From an optimization exercise on the open Yosys and OpenROAD flow, aimed at small area, a short achievable clock period and few clock cycles; shortcuts taken in it are not production practice. In this exercise RTL edits were held to simulation tests only and were not proved equivalent to the original. Power and IR drop assume default switching activity.

==> inputs of run a <==
==> flow/design.v <==
package cpu_pkg;
    typedef enum logic [4:0] {
        OP_ADD  = 5'd0,  OP_SUB = 5'd1,  OP_CMP = 5'd5,  OP_AND = 5'd6,  OP_OR  = 5'd7,
        OP_NOT  = 5'd8,  OP_MOV = 5'd9,  OP_LSL = 5'd10, OP_LSR = 5'd11, OP_ASR = 5'd12,
        OP_NOP  = 5'd13, OP_LD  = 5'd14, OP_ST  = 5'd15, OP_BEQ = 5'd16, OP_BGT = 5'd17,
        OP_B    = 5'd18, OP_CALL = 5'd19, OP_RET = 5'd20
    } opcode_e;
    localparam int OP_LO  = 27;
    localparam int I_BIT  = 26;
    localparam int RD_LO  = 22;
    localparam int RS1_LO = 18;
    localparam int RS2_LO = 14;
    function automatic logic isLegal(input logic [4:0] op);
        isLegal = op <= 5'd20 && !(op >= 5'd2 && op <= 5'd4);
    endfunction
endpackage
module dp_alu #(
    parameter int DATA_W = 32
) (
    input  logic [DATA_W-1:0] A,
    input  logic [DATA_W-1:0] B,
    input  logic              fSub,    
    input  logic              fArith,  
    input  logic              fAnd,
    input  logic              fOr,
    input  logic              fNot,
    input  logic              fMov,
    input  logic              fLsl,
    input  logic              fShr,    
    input  logic              fAsr,
    output logic [DATA_W-1:0] result,
    output logic              E,       
    output logic              GT       
);
    localparam int SH_W = $clog2(DATA_W);
    logic [SH_W-1:0]   sh;
    logic [DATA_W-1:0] sum, shIn, shOut, shRev;
    logic [DATA_W:0]   sumx;
    logic              fillBit;
    assign sh = B[SH_W-1:0];
    assign sumx = {A, 1'b1} + {B ^ {DATA_W{fSub}}, fSub};
    assign sum = sumx[DATA_W:1];
    assign E = A == B;
    assign GT = $signed(A) > $signed(B);
    always_comb
        for (int i = 0; i < DATA_W; i++) begin
            shIn[i] = fLsl ? A[DATA_W-1-i] : A[i];
            shRev[i] = shOut[DATA_W-1-i];
        end
    assign fillBit = fAsr & A[DATA_W-1];
    assign shOut = DATA_W'($signed({fillBit, shIn}) >>> sh);
    always_comb
        result = fArith ? sum :
                 ({DATA_W{fAnd}}   & (A & B))
               | ({DATA_W{fOr}}    & (A | B))
               | ({DATA_W{fNot}}   & ~B)
               | ({DATA_W{fMov}}   & B)
               | ({DATA_W{fLsl}}   & shRev)
               | ({DATA_W{fShr}}   & shOut);
endmodule
module multicycle_datapath #(
    parameter int DATA_W  = 32,
    parameter int NREG    = 16,
    parameter int IADDR_W = 10,
    parameter int DADDR_W = 10
) (
    input  logic               clk,
    input  logic               rst,
    output logic               imem_req,
    output logic [IADDR_W-1:0] imem_addr,
    input  logic               imem_ack,
    input  logic [31:0]        imem_rdata,
    output logic               dmem_req,
    output logic               dmem_we,
    output logic [DADDR_W-1:0] dmem_addr,
    output logic [DATA_W-1:0]  dmem_wdata,
    input  logic               dmem_ack,
    input  logic [DATA_W-1:0]  dmem_rdata,
    output logic [31:0]        pc,
    output logic               halted,
    output logic               err
);
    localparam int RI_W = $clog2(NREG);
    localparam logic [RI_W-1:0] RA = 4'd15;    
    logic [31:0]       fpc;                  
    logic              rstQ, stopF;
    logic              irV, irCall;
    logic [31:0]       ir;                   
    logic [RI_W-1:0]   irRb;                 
    logic              xV, xWe, xLd, xSt, xCmp, xSub, xArith, xAnd, xOr, xNot, xMov, xLsl, xShr, xAsr;
    logic [RI_W-1:0]   xRd;
    logic [DATA_W-1:0] xA, xB;               
    logic [DADDR_W-1:0] xAddr;             
    logic              flagE, flagGt;
    logic [NREG-1:0][DATA_W-1:0] regs;
    logic [DATA_W-1:0] aluRes, xRes;
    logic              stallX, xE, xGt;
    dp_alu #(.DATA_W(DATA_W)) uAlu (
        .A(xA), .B(xB), .fSub(xSub), .fArith(xArith), .fAnd(xAnd), .fOr(xOr), .fNot(xNot),
        .fMov(xMov), .fLsl(xLsl), .fShr(xShr), .fAsr(xAsr), .result(aluRes), .E(xE), .GT(xGt)
    );
    assign xRes = xLd ? dmem_rdata : aluRes;
    assign stallX = xV && (xLd || xSt) && !dmem_ack;
    assign dmem_req = xV && (xLd || xSt);
    assign dmem_we = xSt;
    assign dmem_addr = xAddr;
    assign dmem_wdata = xB;
    logic [DATA_W-1:0] wData;
    logic [NREG-1:0]   wEn;
    assign wData = rst ? '0 : xRes;
    always_comb
        for (int i = 0; i < NREG; i++) wEn[i] = rst || (xV && xWe && xRd == RI_W'(i));
    always_ff @(posedge clk)
        for (int i = 0; i < NREG; i++)
            if (wEn[i]) regs[i] <= wData;
    always_ff @(posedge clk)
        if (rst) begin
            flagE <= 1'b0;
            flagGt <= 1'b0;
        end else if (xV && xCmp) begin
            flagE <= xE;
            flagGt <= xGt;
        end
    logic [4:0]        dOp;
    logic [RI_W-1:0]   dRd, dRs1, dRbIdx;
    logic              dI, dSt, dLd, dCmp, dWe, dAdv, dHaz, dGo;
    logic [DADDR_W+1:0] dAddr;
    logic [DATA_W-1:0] rA, rB, opA, opBr, immx;
    logic [15:0]       imm16;
    logic              fill;
    assign dOp = ir[cpu_pkg::OP_LO +: 5];
    assign dI = ir[cpu_pkg::I_BIT];
    assign dRd = irCall ? RA : ir[cpu_pkg::RD_LO +: RI_W];
    assign dRs1 = ir[cpu_pkg::RS1_LO +: RI_W];
    assign dSt = !irCall && dOp == cpu_pkg::OP_ST;
    assign dLd = !irCall && dOp == cpu_pkg::OP_LD;
    assign dCmp = !irCall && dOp == cpu_pkg::OP_CMP;
    assign dWe = irCall || !(dOp == cpu_pkg::OP_CMP || dOp == cpu_pkg::OP_ST);
    assign dRbIdx = irRb;
    logic [NREG-1:0] selA, selB;
    always_comb begin
        rA = '0;
        rB = '0;
        for (int i = 0; i < NREG; i++) begin
            selA[i] = dRs1 == RI_W'(i);
            selB[i] = dRbIdx == RI_W'(i);
            rA = rA | (regs[i] & {DATA_W{selA[i]}});
            rB = rB | (regs[i] & {DATA_W{selB[i]}});
        end
    end
    assign opA = xV && xWe && xRd == dRs1 ? xRes : rA;
    assign opBr = xV && xWe && xRd == dRbIdx ? xRes : rB;
    assign imm16 = ir[15:0];
    assign fill = ir[17:16] == 2'b00 ? imm16[15] : ir[17:16] == 2'b10;
    assign immx = ir[17:16] == 2'b11 ? DATA_W'({imm16, 16'h0000}) : {{(DATA_W-16){fill}}, imm16};
    assign dAddr = rA[DADDR_W+1:0] + (dI ? immx[DADDR_W+1:0] : rB[DADDR_W+1:0]);
    assign dHaz = (dLd || dSt) && xV && xWe && (xRd == dRs1 || (!dI && xRd == dRbIdx));
    assign dAdv = !stallX;
    assign dGo = dAdv && !dHaz;
    always_ff @(posedge clk)
        if (rst) xV <= 1'b0;
        else if (dAdv) xV <= irV && !dHaz;
    always_ff @(posedge clk)
        if (dAdv) begin
            xA <= opA;
            xB <= irCall ? ir : dI && !dSt ? immx : opBr;
            xAddr <= dAddr[DADDR_W+1:2];
            xRd <= dRd;
            xWe <= dWe;
            xLd <= dLd;
            xSt <= dSt;
            xCmp <= dCmp;
            xSub <= !irCall && (dOp == cpu_pkg::OP_SUB || dOp == cpu_pkg::OP_CMP);
            xArith <= !irCall && (dOp == cpu_pkg::OP_ADD || dOp == cpu_pkg::OP_SUB);
            xAnd <= !irCall && dOp == cpu_pkg::OP_AND;
            xOr <= !irCall && dOp == cpu_pkg::OP_OR;
            xNot <= !irCall && dOp == cpu_pkg::OP_NOT;
            xMov <= irCall || dOp == cpu_pkg::OP_MOV;
            xLsl <= !irCall && dOp == cpu_pkg::OP_LSL;
            xShr <= !irCall && (dOp == cpu_pkg::OP_LSR || dOp == cpu_pkg::OP_ASR);
            xAsr <= !irCall && dOp == cpu_pkg::OP_ASR;
        end
    logic [4:0]  fOp;
    logic        fLegal, fB, fCond, fCall, fRet, fNop, fPush, fTaken, fBlock, fConsume, irFree;
    logic        effE, effGt, dWrRa, xWrRa;
    logic [31:0] fpc4, ftgt, ra;
    logic        fPredict, fPredT, resolveNow, mispred, redirect;
    logic        pend, pendBgt, pendPredT, kill;    
    logic [31:0] altPc;                             
    logic        farPend;                           
    logic [16:0] farHi;
    assign fOp = imem_rdata[cpu_pkg::OP_LO +: 5];
    assign fLegal = cpu_pkg::isLegal(fOp);
    assign fB = fOp == cpu_pkg::OP_B;
    assign fCond = fOp == cpu_pkg::OP_BEQ || fOp == cpu_pkg::OP_BGT;
    assign fCall = fOp == cpu_pkg::OP_CALL;
    assign fRet = fOp == cpu_pkg::OP_RET;
    assign fNop = fOp == cpu_pkg::OP_NOP;
    assign fPush = fLegal && !(fB || fCond || fRet || fNop);
    logic [IADDR_W:0] fLoSum;
    logic [19:0]      fpcHi, hiP1, hiM1, tHi;
    logic             offHiZ, offHiO, fFar;
    assign fpc4 = fpc + 32'd4;
    assign fLoSum = {1'b0, fpc[IADDR_W+1:2]} + {1'b0, imem_rdata[IADDR_W-1:0]};
    assign fpcHi = fpc[31:12];
    assign hiP1 = fpcHi + 20'd1;
    assign hiM1 = fpcHi - 20'd1;
    assign offHiZ = imem_rdata[26:10] == '0;
    assign offHiO = imem_rdata[26:10] == '1;
    assign fFar = !offHiZ && !offHiO;
    assign tHi = offHiO ? (fLoSum[IADDR_W] ? fpcHi : hiM1) : (fLoSum[IADDR_W] ? hiP1 : fpcHi);
    assign ftgt = {tHi, fLoSum[IADDR_W-1:0], fpc[1:0]};
    assign effE = xV && xCmp ? xE : flagE;
    assign effGt = xV && xCmp ? xGt : flagGt;
    assign fTaken = fB || fCall || (fOp == cpu_pkg::OP_BEQ && effE) || (fOp == cpu_pkg::OP_BGT && effGt);
    assign dWrRa = irV && dWe && dRd == RA;
    assign xWrRa = xV && xWe && xRd == RA;
    assign ra = regs[15];
    assign fPredict = fCond && irV && dCmp && !fFar;
    assign fPredT = imem_rdata[26];
    assign resolveNow = pend && xV && xCmp;
    assign mispred = resolveNow && ((pendBgt ? xGt : xE) != pendPredT);
    assign redirect = (mispred || kill) && imem_ack;
    assign irFree = !irV || dGo;
    assign fBlock = (fPush && !irFree) || (fRet && (dWrRa || xWrRa)) || (pend && !resolveNow) || mispred || kill
                  || farPend || (fCond && irV && dCmp && fFar);
    assign fConsume = imem_req && imem_ack && !fBlock;
    assign imem_req = !rstQ && !stopF;
    assign imem_addr = fpc[IADDR_W+1:2];
    always_ff @(posedge clk) rstQ <= rst;
    always_ff @(posedge clk)
        if (rst) begin
            fpc <= '0;
            stopF <= 1'b0;
        end else if (redirect)
            fpc <= altPc;
        else if (farPend)
            fpc[31:12] <= fpcHi + {{3{farHi[16]}}, farHi};
        else if (fConsume) begin
            if (!fLegal) stopF <= 1'b1;
            else fpc <= fRet ? ra : fPredict ? (fPredT ? ftgt : fpc4) : fTaken ? ftgt : fpc4;
        end
    always_ff @(posedge clk)
        if (rst) farPend <= 1'b0;
        else farPend <= fConsume && fLegal && !fRet && !fPredict && fTaken && fFar;
    always_ff @(posedge clk) farHi <= imem_rdata[26:10];
    always_ff @(posedge clk)
        if (rst) begin
            pend <= 1'b0;
            kill <= 1'b0;
        end else begin
            if (resolveNow) pend <= 1'b0;
            else if (fConsume && fPredict) pend <= 1'b1;
            if (redirect) kill <= 1'b0;
            else if (mispred) kill <= 1'b1;
        end
    always_ff @(posedge clk)
        if (fConsume && fPredict) begin
            pendBgt <= fOp == cpu_pkg::OP_BGT;
            pendPredT <= fPredT;
            altPc <= fPredT ? fpc4 : ftgt;
        end
    always_ff @(posedge clk)
        if (rst) irV <= 1'b0;
        else if (irFree) irV <= fConsume && fPush;
    always_ff @(posedge clk)
        if (irFree) begin
            ir <= fCall ? fpc4 : imem_rdata;
            irRb <= fOp == cpu_pkg::OP_ST ? imem_rdata[cpu_pkg::RD_LO +: RI_W] : imem_rdata[cpu_pkg::RS2_LO +: RI_W];
            irCall <= fCall;
        end
    assign pc = fpc;
    assign halted = stopF && !irV && !xV;
    assign err = halted;
endmodule
==> flow/flow/run.sh <==
#!/bin/bash
# Layout: the standard ORFS flow, with changes only to how the layout is optimised:
set -euo pipefail
cd "$(dirname "$0")/.."
bash standard.sh \
  "SETUP_SLACK_MARGIN=7" \
  "TNS_END_PERCENT=0" \
  "BUFFER_PORTS_ARGS=-buffer_cell sky130_fd_sc_hd__buf_4" \
  finish > flow.log 2>&1
==> flow/standard.sh <==
#!/bin/bash
# synth_recipe.tcl (not shown) runs the flow's synth.tcl, then flattens the netlist and writes it again
# the make line also repeats each setting of config.mk as NAME=value (left out here)
make -C /OpenROAD-flow-scripts/flow DESIGN_CONFIG=/design/flow/config.mk WORK_HOME=/design/flow/orfs CLKGATE_MAP_FILE= SYNTH_SCRIPT=/design/flow/synth_recipe.tcl "${@:-finish}"
==> flow/config.mk <==
export PLATFORM = sky130hd
export DESIGN_NAME = multicycle_datapath
export DESIGN_NICKNAME = multicycle_datapath
export VERILOG_FILES = /design/flow/design.v
export SDC_FILE = /design/flow/constraint.sdc
export NUM_CORES = 4
export LEC_CHECK = 0
export CAP_MARGIN = 20
export CORE_MARGIN = 2
export CORE_UTILIZATION = 50
export SLEW_MARGIN = 20
==> flow/constraint.sdc <==
create_clock -name core_clock -period 10.0 [get_ports {clk}]
set_input_delay 2.0000 -clock core_clock [delete_from_list [all_inputs] [get_ports {clk}]]
set_output_delay 2.0000 -clock core_clock [all_outputs]
set_load 0.01 [all_outputs]
==> inputs of run b, as changes to run a <==
--- a/flow/design.v
+++ b/flow/design.v
@@ -50,8 +50,8 @@
     assign fillBit = fAsr & A[DATA_W-1];
     assign shOut = DATA_W'($signed({fillBit, shIn}) >>> sh);
     always_comb
-        result = fArith ? sum :
-                 ({DATA_W{fAnd}}   & (A & B))
+        result = ({DATA_W{fArith}} & sum)
+               | ({DATA_W{fAnd}}   & (A & B))
                | ({DATA_W{fOr}}    & (A | B))
                | ({DATA_W{fNot}}   & ~B)
                | ({DATA_W{fMov}}   & B)
@@ -86,13 +86,13 @@
     logic              rstQ, stopF;
     logic              irV, irCall;
     logic [31:0]       ir;                   
-    logic [RI_W-1:0]   irRb;                 
     logic              xV, xWe, xLd, xSt, xCmp, xSub, xArith, xAnd, xOr, xNot, xMov, xLsl, xShr, xAsr;
     logic [RI_W-1:0]   xRd;
     logic [DATA_W-1:0] xA, xB;               
     logic [DADDR_W-1:0] xAddr;             
     logic              flagE, flagGt;
-    logic [NREG-1:0][DATA_W-1:0] regs;
+    logic [DATA_W-1:0] regs [NREG];
+    logic [NREG-1:0]   rv;                   
     logic [DATA_W-1:0] aluRes, xRes;
     logic              stallX, xE, xGt;
     dp_alu #(.DATA_W(DATA_W)) uAlu (
@@ -105,14 +105,11 @@
     assign dmem_we = xSt;
     assign dmem_addr = xAddr;
     assign dmem_wdata = xB;
-    logic [DATA_W-1:0] wData;
-    logic [NREG-1:0]   wEn;
-    assign wData = rst ? '0 : xRes;
-    always_comb
-        for (int i = 0; i < NREG; i++) wEn[i] = rst || (xV && xWe && xRd == RI_W'(i));
-    always_ff @(posedge clk)
-        for (int i = 0; i < NREG; i++)
-            if (wEn[i]) regs[i] <= wData;
+    always_ff @(posedge clk)
+        if (xV && xWe) regs[xRd] <= xRes;
+    always_ff @(posedge clk)
+        if (rst) rv <= '0;
+        else if (xV && xWe) rv[xRd] <= 1'b1;
     always_ff @(posedge clk)
         if (rst) begin
             flagE <= 1'b0;
@@ -136,14 +133,14 @@
     assign dLd = !irCall && dOp == cpu_pkg::OP_LD;
     assign dCmp = !irCall && dOp == cpu_pkg::OP_CMP;
     assign dWe = irCall || !(dOp == cpu_pkg::OP_CMP || dOp == cpu_pkg::OP_ST);
-    assign dRbIdx = irRb;
+    assign dRbIdx = dSt ? ir[cpu_pkg::RD_LO +: RI_W] : ir[cpu_pkg::RS2_LO +: RI_W];
     logic [NREG-1:0] selA, selB;
     always_comb begin
         rA = '0;
         rB = '0;
         for (int i = 0; i < NREG; i++) begin
-            selA[i] = dRs1 == RI_W'(i);
-            selB[i] = dRbIdx == RI_W'(i);
+            selA[i] = rv[i] && dRs1 == RI_W'(i);
+            selB[i] = rv[i] && dRbIdx == RI_W'(i);
             rA = rA | (regs[i] & {DATA_W{selA[i]}});
             rB = rB | (regs[i] & {DATA_W{selB[i]}});
         end
@@ -215,7 +212,7 @@
     assign fTaken = fB || fCall || (fOp == cpu_pkg::OP_BEQ && effE) || (fOp == cpu_pkg::OP_BGT && effGt);
     assign dWrRa = irV && dWe && dRd == RA;
     assign xWrRa = xV && xWe && xRd == RA;
-    assign ra = regs[15];
+    assign ra = rv[15] ? regs[15] : '0;
     assign fPredict = fCond && irV && dCmp && !fFar;
     assign fPredT = imem_rdata[26];
     assign resolveNow = pend && xV && xCmp;
@@ -266,7 +263,6 @@
     always_ff @(posedge clk)
         if (irFree) begin
             ir <= fCall ? fpc4 : imem_rdata;
-            irRb <= fOp == cpu_pkg::OP_ST ? imem_rdata[cpu_pkg::RD_LO +: RI_W] : imem_rdata[cpu_pkg::RS2_LO +: RI_W];
             irCall <= fCall;
         end
     assign pc = fpc;
==> flow/flow/run.sh (replaced) <==
#!/bin/bash
set -euo pipefail
cd "$(dirname "$0")/.."
bash standard.sh \
  "SETUP_SLACK_MARGIN=7" \
  "BUFFER_PORTS_ARGS=-buffer_cell sky130_fd_sc_hd__buf_4" \
  finish > flow.log 2>&1
==> inputs of run c, as changes to run a <==
==> flow/design.v (replaced) <==
package cpu_pkg;
    typedef enum logic [4:0] {
        OP_ADD  = 5'd0,  OP_SUB = 5'd1,  OP_CMP = 5'd5,  OP_AND = 5'd6,  OP_OR  = 5'd7,
        OP_NOT  = 5'd8,  OP_MOV = 5'd9,  OP_LSL = 5'd10, OP_LSR = 5'd11, OP_ASR = 5'd12,
        OP_NOP  = 5'd13, OP_LD  = 5'd14, OP_ST  = 5'd15, OP_BEQ = 5'd16, OP_BGT = 5'd17,
        OP_B    = 5'd18, OP_CALL = 5'd19, OP_RET = 5'd20
    } opcode_e;
    localparam int OP_LO  = 27;
    localparam int I_BIT  = 26;
    localparam int RD_LO  = 22;
    localparam int RS1_LO = 18;
    localparam int RS2_LO = 14;
    function automatic logic isLegal(input logic [4:0] op);
        isLegal = op <= 5'd20 && !(op >= 5'd2 && op <= 5'd4);
    endfunction
endpackage
module dp_alu #(
    parameter int DATA_W = 32
) (
    input  logic [DATA_W-1:0] A,
    input  logic [DATA_W-1:0] B,
    input  logic              fSub,    
    input  logic              fArith,  
    input  logic              fAnd,
    input  logic              fOr,
    input  logic              fNot,
    input  logic              fMov,
    input  logic              fLsl,
    input  logic              fLsr,
    input  logic              fAsr,
    output logic [DATA_W-1:0] result
);
    localparam int SH_W = $clog2(DATA_W);
    logic [SH_W-1:0]   sh;
    logic [DATA_W-1:0] sum, asrRes;
    assign sh = B[SH_W-1:0];
    assign sum = fSub ? A - B : A + B;
    assign asrRes = $signed(A) >>> sh;
    always_comb
        result = ({DATA_W{fArith}} & sum)
               | ({DATA_W{fAnd}}   & (A & B))
               | ({DATA_W{fOr}}    & (A | B))
               | ({DATA_W{fNot}}   & ~B)
               | ({DATA_W{fMov}}   & B)
               | ({DATA_W{fLsl}}   & (A << sh))
               | ({DATA_W{fLsr}}   & (A >> sh))
               | ({DATA_W{fAsr}}   & asrRes);
endmodule
module multicycle_datapath #(
    parameter int DATA_W  = 32,
    parameter int NREG    = 16,
    parameter int IADDR_W = 10,
    parameter int DADDR_W = 10
) (
    input  logic               clk,
    input  logic               rst,
    output logic               imem_req,
    output logic [IADDR_W-1:0] imem_addr,
    input  logic               imem_ack,
    input  logic [31:0]        imem_rdata,
    output logic               dmem_req,
    output logic               dmem_we,
    output logic [DADDR_W-1:0] dmem_addr,
    output logic [DATA_W-1:0]  dmem_wdata,
    input  logic               dmem_ack,
    input  logic [DATA_W-1:0]  dmem_rdata,
    output logic [31:0]        pc,
    output logic               halted,
    output logic               err
);
    localparam int RI_W = $clog2(NREG);
    localparam logic [RI_W-1:0] RA = 4'd15;    
    logic [31:0]       fpc;                  
    logic              rstQ, stopF;
    logic              irV, irCall;
    logic [31:0]       ir;                   
    logic              xV, xWe, xLd, xSt, xCmp, xSub, xArith, xAnd, xOr, xNot, xMov, xLsl, xLsr, xAsr;
    logic [RI_W-1:0]   xRd;
    logic [DATA_W-1:0] xA, xB, xSD;
    logic              flagE, flagGt;
    logic [DATA_W-1:0] regs [NREG];
    logic [NREG-1:0]   rv;                   
    logic [DATA_W-1:0] aluRes, xRes;
    logic [11:0]       addrSum;
    logic              stallX, xE, xGt;
    dp_alu #(.DATA_W(DATA_W)) uAlu (
        .A(xA), .B(xB), .fSub(xSub), .fArith(xArith), .fAnd(xAnd), .fOr(xOr), .fNot(xNot),
        .fMov(xMov), .fLsl(xLsl), .fLsr(xLsr), .fAsr(xAsr), .result(aluRes)
    );
    assign addrSum = xA[11:0] + xB[11:0];
    assign xE = xA == xB;
    assign xGt = $signed(xA) > $signed(xB);
    assign xRes = xLd ? dmem_rdata : aluRes;
    assign stallX = xV && (xLd || xSt) && !dmem_ack;
    assign dmem_req = xV && (xLd || xSt);
    assign dmem_we = xSt;
    assign dmem_addr = addrSum[DADDR_W+1:2];
    assign dmem_wdata = xSD;
    always_ff @(posedge clk)
        if (xV && xWe) regs[xRd] <= xRes;
    always_ff @(posedge clk)
        if (rst) rv <= '0;
        else if (xV && xWe) rv[xRd] <= 1'b1;
    always_ff @(posedge clk)
        if (rst) begin
            flagE <= 1'b0;
            flagGt <= 1'b0;
        end else if (xV && xCmp) begin
            flagE <= xE;
            flagGt <= xGt;
        end
    logic [4:0]        dOp;
    logic [RI_W-1:0]   dRd, dRs1, dRbIdx;
    logic              dI, dSt, dLd, dCmp, dWe, dAdv;
    logic [DATA_W-1:0] rA, rB, opA, opBr, immx;
    logic [15:0]       imm16;
    logic              fill;
    assign dOp = ir[cpu_pkg::OP_LO +: 5];
    assign dI = ir[cpu_pkg::I_BIT];
    assign dRd = irCall ? RA : ir[cpu_pkg::RD_LO +: RI_W];
    assign dRs1 = ir[cpu_pkg::RS1_LO +: RI_W];
    assign dSt = !irCall && dOp == cpu_pkg::OP_ST;
    assign dLd = !irCall && dOp == cpu_pkg::OP_LD;
    assign dCmp = !irCall && dOp == cpu_pkg::OP_CMP;
    assign dWe = irCall || !(dOp == cpu_pkg::OP_CMP || dOp == cpu_pkg::OP_ST);
    assign dRbIdx = dSt ? ir[cpu_pkg::RD_LO +: RI_W] : ir[cpu_pkg::RS2_LO +: RI_W];
    assign rA = rv[dRs1] ? regs[dRs1] : '0;
    assign rB = rv[dRbIdx] ? regs[dRbIdx] : '0;
    assign opA = xV && xWe && xRd == dRs1 ? xRes : rA;
    assign opBr = xV && xWe && xRd == dRbIdx ? xRes : rB;
    assign imm16 = ir[15:0];
    assign fill = ir[17:16] == 2'b00 ? imm16[15] : ir[17:16] == 2'b10;
    assign immx = ir[17:16] == 2'b11 ? DATA_W'({imm16, 16'h0000}) : {{(DATA_W-16){fill}}, imm16};
    assign dAdv = !stallX;
    always_ff @(posedge clk)
        if (rst) xV <= 1'b0;
        else if (dAdv) xV <= irV;
    always_ff @(posedge clk)
        if (dAdv) begin
            xA <= opA;
            xB <= irCall ? ir : dI ? immx : opBr;
            xSD <= opBr;
            xRd <= dRd;
            xWe <= dWe;
            xLd <= dLd;
            xSt <= dSt;
            xCmp <= dCmp;
            xSub <= !irCall && (dOp == cpu_pkg::OP_SUB || dOp == cpu_pkg::OP_CMP);
            xArith <= !irCall && (dOp == cpu_pkg::OP_ADD || dOp == cpu_pkg::OP_SUB);
            xAnd <= !irCall && dOp == cpu_pkg::OP_AND;
            xOr <= !irCall && dOp == cpu_pkg::OP_OR;
            xNot <= !irCall && dOp == cpu_pkg::OP_NOT;
            xMov <= irCall || dOp == cpu_pkg::OP_MOV;
            xLsl <= !irCall && dOp == cpu_pkg::OP_LSL;
            xLsr <= !irCall && dOp == cpu_pkg::OP_LSR;
            xAsr <= !irCall && dOp == cpu_pkg::OP_ASR;
        end
    logic [4:0]  fOp;
    logic        fLegal, fB, fCond, fCall, fRet, fNop, fPush, fTaken, fBlock, fConsume, irFree;
    logic        effE, effGt, dWrRa, xWrRa;
    logic [31:0] fpc4, ftgt, ra;
    logic        fPredict, fPredT, resolveNow, mispred, redirect;
    logic        pend, pendBgt, pendPredT, kill;    
    logic [31:0] altPc;                             
    assign fOp = imem_rdata[cpu_pkg::OP_LO +: 5];
    assign fLegal = cpu_pkg::isLegal(fOp);
    assign fB = fOp == cpu_pkg::OP_B;
    assign fCond = fOp == cpu_pkg::OP_BEQ || fOp == cpu_pkg::OP_BGT;
    assign fCall = fOp == cpu_pkg::OP_CALL;
    assign fRet = fOp == cpu_pkg::OP_RET;
    assign fNop = fOp == cpu_pkg::OP_NOP;
    assign fPush = fLegal && !(fB || fCond || fRet || fNop);
    assign fpc4 = fpc + 32'd4;
    assign ftgt = fpc + {{3{imem_rdata[26]}}, imem_rdata[26:0], 2'b00};
    assign effE = xV && xCmp ? xE : flagE;
    assign effGt = xV && xCmp ? xGt : flagGt;
    assign fTaken = fB || fCall || (fOp == cpu_pkg::OP_BEQ && effE) || (fOp == cpu_pkg::OP_BGT && effGt);
    assign dWrRa = irV && dWe && dRd == RA;
    assign xWrRa = xV && xWe && xRd == RA;
    assign ra = rv[15] ? regs[15] : '0;
    assign fPredict = fCond && irV && dCmp;
    assign fPredT = imem_rdata[26];
    assign resolveNow = pend && xV && xCmp;
    assign mispred = resolveNow && ((pendBgt ? xGt : xE) != pendPredT);
    assign redirect = (mispred || kill) && imem_ack;
    assign irFree = !irV || dAdv;
    assign fBlock = (fPush && !irFree) || (fRet && (dWrRa || xWrRa)) || (pend && !resolveNow) || mispred || kill;
    assign fConsume = imem_req && imem_ack && !fBlock;
    assign imem_req = !rstQ && !stopF;
    assign imem_addr = fpc[IADDR_W+1:2];
    always_ff @(posedge clk) rstQ <= rst;
    always_ff @(posedge clk)
        if (rst) begin
            fpc <= '0;
            stopF <= 1'b0;
        end else if (redirect)
            fpc <= altPc;
        else if (fConsume) begin
            if (!fLegal) stopF <= 1'b1;
            else fpc <= fRet ? ra : fPredict ? (fPredT ? ftgt : fpc4) : fTaken ? ftgt : fpc4;
        end
    always_ff @(posedge clk)
        if (rst) begin
            pend <= 1'b0;
            kill <= 1'b0;
        end else begin
            if (resolveNow) pend <= 1'b0;
            else if (fConsume && fPredict) pend <= 1'b1;
            if (redirect) kill <= 1'b0;
            else if (mispred) kill <= 1'b1;
        end
    always_ff @(posedge clk)
        if (fConsume && fPredict) begin
            pendBgt <= fOp == cpu_pkg::OP_BGT;
            pendPredT <= fPredT;
            altPc <= fPredT ? fpc4 : ftgt;
        end
    always_ff @(posedge clk)
        if (rst) irV <= 1'b0;
        else if (irFree) irV <= fConsume && fPush;
    always_ff @(posedge clk)
        if (irFree) begin
            ir <= fCall ? fpc4 : imem_rdata;
            irCall <= fCall;
        end
    assign pc = fpc;
    assign halted = stopF && !irV && !xV;
    assign err = halted;
endmodule
==> flow/run.sh (new file) <==
#!/bin/bash
# synth_recipe.tcl (not shown) runs the flow's synth.tcl, then flattens the netlist and writes it again
# the make line also repeats each setting of config.mk as NAME=value (left out here)
make -C /OpenROAD-flow-scripts/flow DESIGN_CONFIG=/design/flow/config.mk WORK_HOME=/design/flow/orfs CLKGATE_MAP_FILE= SYNTH_SCRIPT=/design/flow/synth_recipe.tcl finish
--- a/flow/config.mk
+++ b/flow/config.mk
@@ -8,4 +8,5 @@
 export CAP_MARGIN = 20
 export CORE_MARGIN = 2
 export CORE_UTILIZATION = 50
+export SETUP_SLACK_MARGIN = 5
 export SLEW_MARGIN = 20
removed: flow/flow/run.sh
removed: flow/standard.sh
==> notes <==
Wire length: run b > run a > run c. Global-route usage: run b is higher than run c (7.5 points). The highest non-clock buffer count belongs to run b, the lowest to run c. The lowest die area belongs to run a, the highest to run c. Between run a and run b, the lower clock power is in run a (gap about 4%, measured against run b). Against run a, the sequential power of run c is smaller by 8.6%. In run a the sequential share of layout area is higher than in run c, by 1.7 points. Synthesized area: run b is smaller than run c (about 6%). Synthesized cell count: run c < run a < run b.
==> figures <==
quantity	run c	run a	run b
Average vias per placed instance	7.04	7.33	7.33
Type of the worst setup path	register to output pin	register to register	register to register
Area fraction in and, or, nand and nor cells after synthesis	9.28%	10.8%	12.1%
Met1 capacity usage during global routing	49.3%	55.1%	59.2%
Length of the first detailed-routing pass in iterations	6	9	7
Sw Pwr	0.00226 W	0.00293 W	0.00208 W
Standard cell area after detailed placement	48800 µm²	44900 µm²	46300 µm²
Fin crit share	50.9%	43.3%	43.8%
Portion of total power attributed to combinational logic	15.6%	23.0%	15.5%
Pin count of the biggest net entering global routing	105	69	70
Outcome	finished clean	finished clean	finished clean
Clock-pin slew reported for the worst setup and hold paths after clock tree synthesis	0.06 ns	0.07 ns	0.06 ns
Combinational Power	0.00129 W	0.00209 W	0.00122 W
Nets	4042	4218	4938
Global placer's final weighted congestion	1.01	0.978	1.02
Average instance area after synthesis	12.4 µm²	11.1 µm²	10.8 µm²
Synthesis-to-layout area growth	14.8%	16.3%	39.1%
Worst-margin pin slew	1.20 ns	1.30 ns	1.01 ns
Max Clock Skew	0.0460 ns	0.0554 ns	0.0362 ns
Testbench counts of run a, summed over its fixed seeds: cycles 17,080.
Testbench counts of run b, summed over its fixed seeds: cycles 17,080.
Testbench counts of run c, summed over its fixed seeds: cycles 16,908.

==> port drivers added, routing unchanged <==
The results above use ideal ports. As a check the final layouts listed here were re-extracted and re-timed, cells and wires unchanged.
Step 1: set_driving_cell puts a clkbuf_16 on clk and a buf_2 on each other input, an assumption about the parent block.
Step 2, shift: input delay + t, output delay - t, t = (earliest + latest rising clock arrival at the registers) / 2. This alone moves slack from input paths to output paths.
a / b / c = ideal / step 1 / step 2; a / b = the first two.
| run | shift t [ns] | slack for setup (ns) | cell pins on the clock port's net |
|---|---|---|---|
| run a | 0.718 | 5.669 / 5.669 / 5.006 | 1 |
| run b | 0.731 | 5.625 / 5.625 / 4.957 | 1 |
| run c | 0.736 | 4.914 / 4.846 / 4.476 | 1 |
After both steps setup and hold are still met in every run listed. The setup slack of run b, which loses most, moves by 0.000 ns with the drivers and by -0.668 ns with both steps.
